Context: an optimization exercise on an open-source flow, tuned for small area, a short achievable clock period and few clock cycles per item. The choices shown serve that exercise and are no tape-out recipe.
Function was not checked in any run shown here: the RTL went through the layout flow alone.
Power and IR drop assume default switching activity.

==> design.v <==
`default_nettype none
package exu_alu_pkg;
  typedef logic [32-1:0]        xlen_t;
  typedef logic [32-1:0]     pc_t;
  typedef logic [5-1:0] rfidx_t;
  typedef logic [2-1:0]   grp_t;
  typedef logic [4-1:0]    op_t;
  typedef logic [3:0]                  dpath_fn_t;
  typedef struct packed {
    xlen_t  rs1;
    xlen_t  rs2;
    xlen_t  imm;
    pc_t    pc;
    rfidx_t rdidx;
    logic   rdwen;
    logic   ilegl;    
    grp_t   grp;
    op_t    op;
  } exu_issue_t;
  typedef struct packed {
    xlen_t     op1;
    xlen_t     op2;
    dpath_fn_t fn;
  } dpath_req_t;
  typedef struct packed {
    xlen_t wdat;
    logic  err;
    logic  bjp;
    logic  prdt;     
    logic  rslv;     
  } unit_rsp_t;
  typedef struct packed {
    pc_t  pc;
    logic pc_vld;
    logic bjp;
    logic prdt;
    logic rslv;
    logic ilegl;
  } exu_cmt_t;
  typedef struct packed {
    xlen_t  wdat;
    rfidx_t rdidx;
  } exu_wbck_t;
  typedef enum logic [1:0] {
    MDV_IDLE,
    MDV_BUSY,
    MDV_DONE
  } mdv_state_e;
endpackage
`default_nettype wire
`timescale 1ns/100ps
`default_nettype none
module exu_alu_rglr (
  input  wire exu_alu_pkg::op_t        i_op,
  input  wire exu_alu_pkg::xlen_t      i_rs1,
  input  wire exu_alu_pkg::xlen_t      i_rs2,
  input  wire exu_alu_pkg::xlen_t      i_imm,
  output exu_alu_pkg::xlen_t           o_res,
  output logic                         o_taken     
);
  exu_alu_pkg::xlen_t op1, op2;
  logic               do_sub, lt, ltu, eq;
  logic [32:0] sum;                          
  logic [4:0]         shamt;
  assign op1 = i_rs1;
  assign op2 = i_op[3] ? i_imm : i_rs2;
  assign do_sub = ~((i_op == 4'h0) | (i_op == 4'h8));
  assign sum    = {1'b0, op1} + {1'b0, op2 ^ {32{do_sub}}} + {{32{1'b0}}, do_sub};
  assign ltu = ~sum[32];                     
  assign lt  = (op1[32-1] != op2[32-1]) ? op1[32-1] : sum[32-1];
  assign eq  = (op1 == op2);
  assign shamt = op2[4:0];
  always_comb begin
    case (i_op)
      4'h2,  4'hA: o_res = op1 ^ op2;
      4'h3,   4'hB: o_res = op1 | op2;
      4'h4,  4'hC: o_res = op1 & op2;
      4'h5,  4'hD: o_res = op1 << shamt;
      4'h6:        o_res = op1 >> shamt;
      4'h7:        o_res = exu_alu_pkg::xlen_t'($signed(op1) >>> shamt);
      4'h9:        o_res = op2;
      4'hE:        o_res = {{(32-1){1'b0}}, lt};
      4'hF:       o_res = {{(32-1){1'b0}}, ltu};
      default:            o_res = sum[32-1:0];    
    endcase
  end
  always_comb begin
    case (i_op)
      4'h0:  o_taken =  eq;
      4'h1:  o_taken = ~eq;
      4'h2:  o_taken =  lt;
      4'h3:  o_taken = ~lt;
      4'h4: o_taken =  ltu;
      4'h5: o_taken = ~ltu;
      default:      o_taken = 1'b1;                  
    endcase
  end
endmodule
`default_nettype wire
`timescale 1ns/100ps
`default_nettype none
module exu_alu_bjp (
  input  wire exu_alu_pkg::pc_t        i_pc,
  output exu_alu_pkg::xlen_t           o_link
);
  assign o_link = exu_alu_pkg::xlen_t'(i_pc + 4);
endmodule
`default_nettype wire
`timescale 1ns/100ps
`default_nettype none
module exu_alu_muldiv (
  input  wire logic                    i_clk,
  input  wire logic                    i_reset,
  input  wire logic                    i_start,    
  input  wire logic                    i_accept,   
  input  wire exu_alu_pkg::xlen_t      i_rs1,      
  input  wire exu_alu_pkg::xlen_t      i_rs2,
  output logic                         o_done,
  output exu_alu_pkg::xlen_t           o_res
);
  localparam int K = 8;
  localparam int N = 32 / K;
  localparam int W = $clog2(N + 1);
  logic [W-1:0]       cnt;
  exu_alu_pkg::xlen_t acc, acc_in, nxt;
  logic [K-1:0]       digit;
  assign o_done = (cnt == W'(N));
  assign o_res  = acc;
  assign digit  = i_rs2[(N-1-cnt)*K +: K];
  assign acc_in = (cnt == '0) ? '0 : (acc << K);
  assign nxt    = acc_in + i_rs1 * digit;
  always_ff @(posedge i_clk) begin
    if (i_reset | i_accept) cnt <= '0;
    else if (i_start & ~o_done) cnt <= cnt + 1'b1;
  end
  always_ff @(posedge i_clk) begin
    if (~o_done) acc <= nxt;
  end
endmodule
`default_nettype wire
`timescale 1ns/100ps
`default_nettype none
module exu_alu (
  input  wire logic                    i_clk,
  input  wire logic                    i_reset,
  input  wire logic                    i_valid,
  output logic                         o_ready,
  input  wire exu_alu_pkg::exu_issue_t i_issue,
  output logic                         o_cmt_valid,
  input  wire logic                    i_cmt_ready,
  output exu_alu_pkg::exu_cmt_t        o_cmt,
  output logic                         o_wbck_valid,
  input  wire logic                    i_wbck_ready,
  output exu_alu_pkg::exu_wbck_t       o_wbck
);
  logic               is_alu, is_bjp, is_mul;
  logic               done, need_wbck, accept;
  logic               mul_done, taken;
  exu_alu_pkg::xlen_t alu_res, link, mul_res;
  assign is_alu = ~i_issue.ilegl & ~i_issue.grp[1] & ~i_issue.grp[0];
  assign is_bjp = ~i_issue.ilegl & ~i_issue.grp[1] &  i_issue.grp[0];
  assign is_mul = ~i_issue.ilegl &  i_issue.grp[1];
  exu_alu_rglr u_rglr (
    .i_op(i_issue.op), .i_rs1(i_issue.rs1), .i_rs2(i_issue.rs2), .i_imm(i_issue.imm),
    .o_res(alu_res), .o_taken(taken)
  );
  exu_alu_bjp u_bjp (
    .i_pc(i_issue.pc), .o_link(link)
  );
  exu_alu_muldiv u_muldiv (
    .i_clk, .i_reset,
    .i_start(i_valid & is_mul), .i_accept(accept),
    .i_rs1(i_issue.rs1), .i_rs2(i_issue.rs2),
    .o_done(mul_done), .o_res(mul_res)
  );
  assign done      = ~is_mul | mul_done;
  assign need_wbck = i_issue.rdwen & ~i_issue.ilegl;
  assign o_ready   = done & i_cmt_ready & (~need_wbck | i_wbck_ready);
  assign accept    = i_valid & o_ready;
  assign o_cmt_valid  = i_valid & done & (~need_wbck | i_wbck_ready);
  assign o_wbck_valid = i_valid & done & need_wbck & i_cmt_ready;
  assign o_cmt.pc     = i_issue.pc;
  assign o_cmt.pc_vld = 1'b1;
  assign o_cmt.bjp    = is_bjp;
  assign o_cmt.prdt   = is_bjp & i_issue.imm[32-1];
  assign o_cmt.rslv   = is_bjp & taken;
  assign o_cmt.ilegl  = i_issue.ilegl;
  assign o_wbck.wdat  = ({32{is_alu}} & alu_res)
                      | ({32{is_bjp}} & link)
                      | ({32{is_mul}} & mul_res);
  assign o_wbck.rdidx = i_issue.rdidx;
endmodule
`default_nettype wire
==> run.sh <==
#!/bin/bash
# synth_recipe.tcl (not shown) runs the flow's synth.tcl, then flattens the netlist and writes it again
# the make line also repeats each setting of config.mk as NAME=value (left out here)
make -C /OpenROAD-flow-scripts/flow DESIGN_CONFIG=/design/flow/config.mk WORK_HOME=/design/flow/orfs CLKGATE_MAP_FILE= SYNTH_SCRIPT=/design/flow/synth_recipe.tcl finish
==> config.mk <==
export PLATFORM = sky130hd
export DESIGN_NAME = exu_alu
export DESIGN_NICKNAME = exu_alu
export VERILOG_FILES = /design/flow/design.v
export SDC_FILE = /design/flow/constraint.sdc
export NUM_CORES = 4
export LEC_CHECK = 0
export CAP_MARGIN = 20
export CORE_MARGIN = 2
export CORE_UTILIZATION = 40
export SLEW_MARGIN = 20
==> constraint.sdc <==
create_clock -name core_clock -period 10.0 [get_ports {i_clk}]
set_input_delay 2.0000 -clock core_clock [delete_from_list [all_inputs] [get_ports {i_clk}]]
set_output_delay 2.0000 -clock core_clock [all_outputs]
set_load 0.01 [all_outputs]
==> results of run 1 <==
==> where the power goes <==
part	leakage [nW]	internal, mW	switching (mW)
clock network	0.0838	0.118	0.0711
registers	0.364	0.358	0.0782
logic	8.95	1.37	1.90
total	9.40	1.85	2.05
==> sequential cells by signal (all words and copies together), names as in the netlist <==
| register | count |
|---|---|
| u_muldiv.acc | 32 |
| u_muldiv.cnt | 3 |
==> worst max-delay path: stages <==
cell and delay, ns:
buf_2 0.74, buf_4 0.36, mux2i_1 0.40, xor2_1 0.20, ha_1 0.36, a211oi_1 0.25, o211ai_1 0.12, a221oi_1 0.34
o22ai_1 0.27, o311ai_1 0.52, nand2b_1 0.12, xnor2_1 0.14, a221oi_1 0.59, a221o_1 0.20, clkdlybuf4s50_1 0.55
==> stage by stage <==
step / cell area, um2 / std cells / utilization / power, mW / setup slack (ns)
after CTS: 21400 / 3066 / 0.461 / 3.88 / 0.819
after floorplan: 18800 / 2367 / - / 2.67 / 2.18
final: 21400 / 3068 / 0.461 / 3.90 / 0.787
after global routing: 21400 / 3066 / 0.461 / 4.26 / 0.521
after detailed placement: 21300 / 3058 / 0.458 / 3.65 / 0.840
after global placement: 21300 / 3058 / 0.458 / 3.61 / 0.969
==> cell usage after synthesis (all sizes together) (23+ instances only) <==
master / instances
ha: 143
nand2: 231
mux2i: 96
nor3: 40
o21ai: 117
fa: 180
clkbuf: 122
buf: 78
and2: 169
edfxtp: 32
a211oi: 30
xor2: 58
o211ai: 25
mux4: 61
xnor2: 64
nand4: 23
nand3: 34
a22oi: 27
inv: 266
a21o: 23
nor2: 163
a21oi: 142
==> cell type report <==
type                    count  area, um2  area share
multi-input cells        1864      15800       0.738
repair buffers            284       2650       0.124
flip-flops and latches     35       1020      0.0476
inverters                 268       1010      0.0470
well taps                 607        759      0.0354
clock buffers               5        125     0.00584
clock inverters             3       43.8     0.00204
diodes                      2       5.00    0.000233
==> logic make-up (layout without fill, tap and decap cells) <==
family | after synthesis | after routing | share of synthesized area
AO/OA/AOI/OAI | 511 | 511 | 0.175
XOR/XNOR | 122 | 122 | 0.0570
adder cells (fa/ha/maj) | 323 | 323 | 0.287
buffers and inverters | 468 | 560 | 0.105
flip-flops | 35 | 35 | 0.0544
multiplexers | 161 | 161 | 0.128
other | 1 | 3 | 0.000200
AND/OR/NAND/NOR | 746 | 746 | 0.192
==> worst min path at each step <==
stage	from	endpoint	slack [ns]	cells past startpoint
after CTS	u_muldiv.cnt[1]	u_muldiv.cnt[1]	0.76	2
after floorplan	u_muldiv.cnt[1]	u_muldiv.cnt[2]	0.68	4
after global routing	u_muldiv.cnt[1]	u_muldiv.cnt[1]	0.78	2
after detailed placement	u_muldiv.cnt[1]	u_muldiv.cnt[1]	0.75	2
final	u_muldiv.cnt[1]	u_muldiv.cnt[1]	0.75	2
after global placement	u_muldiv.cnt[1]	u_muldiv.cnt[1]	0.71	2
==> routing by layer <==
metal / up-vias / routed length (um) / global-route usage
li1: 8289 / - / -
met2: 1237 / 36100 / 0.520
met3: 249 / 9900 / 0.0866
met4: 4 / 4660 / 0.160
met5: - / 32 / 0
met1: 9440 / 33500 / 0.466
==> impl_metrics.toml, run 1 <==
[run_status]
status = "finished clean"

[synth]
synth_area_um2 = 18800
async_flop_share = 0
synth_top_area_frac = 0.192
ys_warn_count = 2
synth_edf_count = 32
yosysUniqueCellTypes = 76
synth_top_area_cell = "fa_1"
netlist_instances = 2367
synthTopCellsByArea = "fa_1 19%, ha_1 9.5%, mux4_2 7.1%, and2_1 5.6%, inv_1 5.2%"
yosysSeqAreaShare = 0.0544
synth_ff_type = "edfxtp_1"
synthesis.nets = 2836
postSynthAreaPerCell_um2 = 7.93
synth-seq-cells = 35

[final_layout]
fin_nets = 2927
drive_above_1_share = 0.0695
final_cell_mix = "261 x inv_1, 231 x nand2_1, 209 x clkdlybuf4s50_1"
final_common_cell = "inv_1"
area_growth_pct = 14.3
final.fill_count = 4613

[clocking]
cts-root-buf = "clkbuf_16"
tritoncts = "done"
clock_latency_ns = 0.29
cts-htree-levels = 2
clk_pin_slew_ns = 0.06
cts_max_path_buffers = 2
ctsHoldBuffers = 0
clock-sinks = 35
post_cts_buffers = 0
cts_resized = 0
cts_buffers = 5

[setup_path]
r2r_end = "u_muldiv.acc[29]"
crit_path_max_fanout = 30
reg2reg_from = "u_muldiv.cnt[0]"
startpoint_type = "input pin"
startpoint = "i_issue[3]"
required_ns = 8.00
crit_type = "in -> out"
critPathCaptureType = "primary output"
r2r_cells = 21
crit_path_end = "o_wbck[33]"
reg2reg_slack_ns = 3.15
cp.arrival_ns = 7.21

[worst_hold_path]
hold_class = "reg -> reg"

[floorplan]
dieArea_um2 = 48600
initial_core_util = 0.404
row_count = 79
ioPinCount = 223
die_width_um = 221
coreArea_um2 = 46500
fp.dieH_um = 221

[timing]
finalClockSkew_ns = 0.00633
slew_violations = 0
setup_viol = 0
slew-limit-headroom = 0.232
worst_slew_pin_slew_ns = 1.14
hold_viol = 0
setup_tns_ns = 0
whs_ns = 0.752
timing.fmax_ghz = 0.109
rsz0062_at_grt = "false"
fin_crit_sh = 0.921
period_needed_ns = 9.21

[route]
vias_per_cell = 6.26
drt-initial-drc-count = 2451
antenna_left = 0
num_vias = 19219
dr.pass1.iters = 6
drt-total-wl_um = 84200
wire_per_inst_um = 27.4
route.detailed.drc = 0

[power]
leakage_nw = 9.40
power_density_nw_per_um2 = 182
vdd_ir_drop_max_mv = 0.284

[place]
dp_hpwl_um = 66700
place_congestion = 1.06
io_buffers = 211

[grt]
grt-ovfl-total = 0
grt_pass1_vias = 19229
grt_pass1_wl_um = 124000
grtUsageTotal = 0.346
antenna_found_initial = 3
grt_max_degree = 73

[job]
maxCapViolations = 0
==> inputs of run 2 (changes only) <==
==> flow/run.sh (new file) <==
#!/bin/bash
# Standard ORFS layout; the only change is the cell that buffers the ports.
set -euo pipefail
export BUFFER_PORTS_ARGS="-buffer_cell sky130_fd_sc_hd__buf_2"
bash standard.sh > orfs_make.log 2>&1
==> standard.sh (new file) <==
#!/bin/bash
# synth_recipe.tcl (not shown) runs the flow's synth.tcl, then flattens the netlist and writes it again
# the make line also repeats each setting of config.mk as NAME=value (left out here)
make -C /OpenROAD-flow-scripts/flow DESIGN_CONFIG=/design/flow/config.mk WORK_HOME=/design/flow/orfs CLKGATE_MAP_FILE= SYNTH_SCRIPT=/design/flow/synth_recipe.tcl "${@:-finish}"
removed: run.sh
==> run 2 against run 1 <==
  * Still clean
  * First-iteration DRC count rose by 1.5%
  * Combinational power fell by 2%
  * Count of clock-buffer cells in the layout did not move
  * Clock skew rose by 0.0010 ns
  * Total power fell by 1.5%
  * Final cell count fell by 1.0%
  * Global-route usage fell by 0.098 points
  * Setup slack improved by 0.22 ns
  * Register-to-register slack got worse by 0.65 ns
  * Utilization fell by 2.8 points
  * Highest routed layer unchanged
==> impl_metrics.toml, run 2 <==
[run_status]
status = "finished clean"

[synth]
synthXorXnorAreaFrac = 0.0570
post-synth-top-count-cell = "inv_1"
synth_fa_ha_area_frac = 0.287
yosysSeqAreaShare = 0.0544
synth_compound_area_frac = 0.175
synth_mux_area_frac = 0.128
synth-seq-cells = 35
netlist_top_cells_count = "261 x inv_1, 231 x nand2_1, 180 x fa_1, 169 x and2_1, 163 x nor2_1"
synth_edf_count = 32
synth_top_area_frac = 0.192
synth_area_um2 = 18800
synth_top_family_by_area = "adder cells"
postSynthAreaPerCell_um2 = 7.93
netlist_instances = 2367
yosysUniqueCellTypes = 76
synthesis.nets = 2836
synth_simple_gate_area_share = 0.192
synth_top_area_cell = "fa_1"
async_flop_share = 0
synthTopCellsByArea = "fa_1 19%, ha_1 9.5%, mux4_2 7.1%, and2_1 5.6%, inv_1 5.2%"
ys_warn_count = 2
synth_ff_type = "edfxtp_1"

[setup_path]
crit_type = "in -> out"
r2r_cells = 21
crit_path_max_fanout = 29
reg2reg_slack_ns = 2.50
r2r_end = "u_muldiv.acc[29]"
required_ns = 8.00
startpoint_type = "input pin"
cp.arrival_ns = 7.00
reg2reg_from = "u_muldiv.cnt[0]"
critPathCaptureType = "primary output"

[clocking]
cts_max_path_buffers = 2
ctsHoldBuffers = 0
post_cts_buffers = 0
tritoncts = "done"
cts_resized = 0
clock_latency_ns = 0.31
cts-htree-levels = 2
cts-root-buf = "clkbuf_16"
clk_pin_slew_ns = 0.06
clock-sinks = 35
cts_buffers = 5

[timing]
slew_violations = 0
fin_crit_sh = 0.900
timing.fmax_ghz = 0.111
rsz0062_at_grt = "false"
hold_viol = 0
period_needed_ns = 9.00
setup_viol = 0
setup_tns_ns = 0
worst_slew_pin_slew_ns = 1.21
slew-limit-headroom = 0.175
finalClockSkew_ns = 0.00735

[place]
io_buffers = 211
dp_hpwl_um = 64600
place_congestion = 1.01

[final_layout]
area_growth_pct = 7.42
final_common_cell = "inv_1"
final_cell_mix = "261 x inv_1, 231 x nand2_1, 211 x buf_2"
fin_nets = 2896
final.fill_count = 4718
largest-register = "u_muldiv.acc"
drive_above_1_share = 0.143
largest_register_ffs = 32
largestRegisters = "u_muldiv.acc: 32 flops, u_muldiv.cnt: 3 flops"

[floorplan]
fp.dieH_um = 221
die_width_um = 221
coreArea_um2 = 46500
initial_core_util = 0.404
dieArea_um2 = 48600
row_count = 79
ioPinCount = 223

[route]
dr.pass1.iters = 8
drt-initial-drc-count = 2488
antenna_left = 0
vias_per_cell = 6.29
num_vias = 19087
wire_per_inst_um = 27.6
drt-total-wl_um = 83800
route.detailed.drc = 0

[grt]
grt_max_degree = 73
grt_pass1_wl_um = 123000
grt-ovfl-total = 0
grt_pass1_vias = 18852
antenna_found_initial = 3
grtUsageTotal = 0.345

[power]
leakage_nw = 9.30
power_density_nw_per_um2 = 191
vdd_ir_drop_max_mv = 0.271
p_total_mw = 3.85

[worst_hold_path]
min_path_cells = 2
min_from = "u_muldiv.cnt[1]"
whs_endpoint = "u_muldiv.cnt[1]"
hold_class = "reg -> reg"

[job]
maxCapViolations = 0
-- run 2: critical path, cell delays in order --
cell and delay [ns]:
buf_2 0.72, mux2i_1 0.80, xor2_1 0.16, ha_1 0.39
and3_1 0.19, a221o_1 0.38, o22ai_1 0.34, o22ai_1 0.28
o311ai_1 0.42, nand2b_1 0.12, xnor2_1 0.14, a221oi_1 0.66
a221o_1 0.20, buf_2 0.13
-- run 2: cell type report --
type                            count  area (um2)  share of cell area
Antenna cell                        1        2.50            0.000124
Clock buffer                        5         125             0.00621
Clock inverter                      3        42.5             0.00211
Inverter                          268        1010              0.0500
Multi-Input combinational cell   1864       15800               0.785
Sequential cell                    35        1020              0.0507
Tap cell                          607         759              0.0377
Timing Repair Buffer              253        1370              0.0681
-- run 2: kinds of logic (layout without fill, tap and decap cells) --
family	count (synthesis)	count (layout)
AOI/OAI and AO/OA	511	511
other	1	2
DFF	35	35
xor gates and xnor gates	122	122
buffers and inverters	468	529
adders and majority gates	323	323
and+or+nand+nor	746	746
muxes	161	161
-- run 2: routing by layer --
layer  global-route usage  vias up  share of wire
li1                     -     8212              -
met1                0.477     9444           0.41
met2                0.527     1205           0.43
met3               0.0708      224           0.11
met4                0.137        2          0.046
met5                    0        -        0.00018
-- run 2: worst max path at each step --
| stage | startpoint | slack [ns] | to |
|---|---|---|---|
| CTS | i_issue[3] | 1.16 | o_wbck[33] |
| detailed placement | i_issue[3] | 1.19 | o_wbck[33] |
| global route | i_issue[3] | 0.87 | o_wbck[33] |
| floorplan | i_issue[3] | 2.18 | o_wbck[33] |
| finish | i_issue[3] | 1.00 | o_wbck[33] |
| global placement | i_issue[3] | 1.27 | o_wbck[33] |
-- run 2: power breakdown --
group	internal (mW)	switching [mW]
Sequential	0.358	0.0688
Combinational	1.29	1.94
Clock	0.118	0.0736
-- run 2: through the flow --
step	util	cells	worst slack, ns	hold WS [ns]	instance area [um2]
floorplan	-	2367	2.18	0.680	18800
detailed placement	0.430	3027	1.19	0.723	20000
CTS	0.434	3035	1.16	0.729	20100
global placement	0.430	3027	1.27	0.712	20000
finish	0.434	3036	1.00	0.750	20200
global route	0.434	3035	0.874	0.767	20100

-- static timing again, ports no longer ideal --
Ports are ideal in the flow. The routed layouts listed here were re-timed in OpenROAD.
Step 1 sets driving cells, clkbuf_16 on the clock port and buf_2 on the other inputs (assumed; they add their load-dependent delay and slew).
Step 2 adds t to the input delays and takes it off the output delays; t is the mean of the earliest and latest rising clock arrival at the registers after step 1. Input paths then give back, and output paths get back, about the clock's delay inside the block.
a / b / c = ideal / step 1 / step 2; a / b = the first two.
run	t (ns)	slack for setup (ns)	worst setup path at the end	latest minus earliest clock arrival (ns)	worst data-port slew with drivers (ns)
run 1	0.335	0.787 / 0.731 / 0.731	input to output	0.007 / 0.007	0.06
run 2	0.352	1.005 / 0.942 / 0.942	input to output	0.008 / 0.008	0.06
After both steps every run listed still meets setup and hold. For run 2, which loses most, drivers alone change the setup slack by -0.063 ns; drivers and shift together by -0.063 ns.
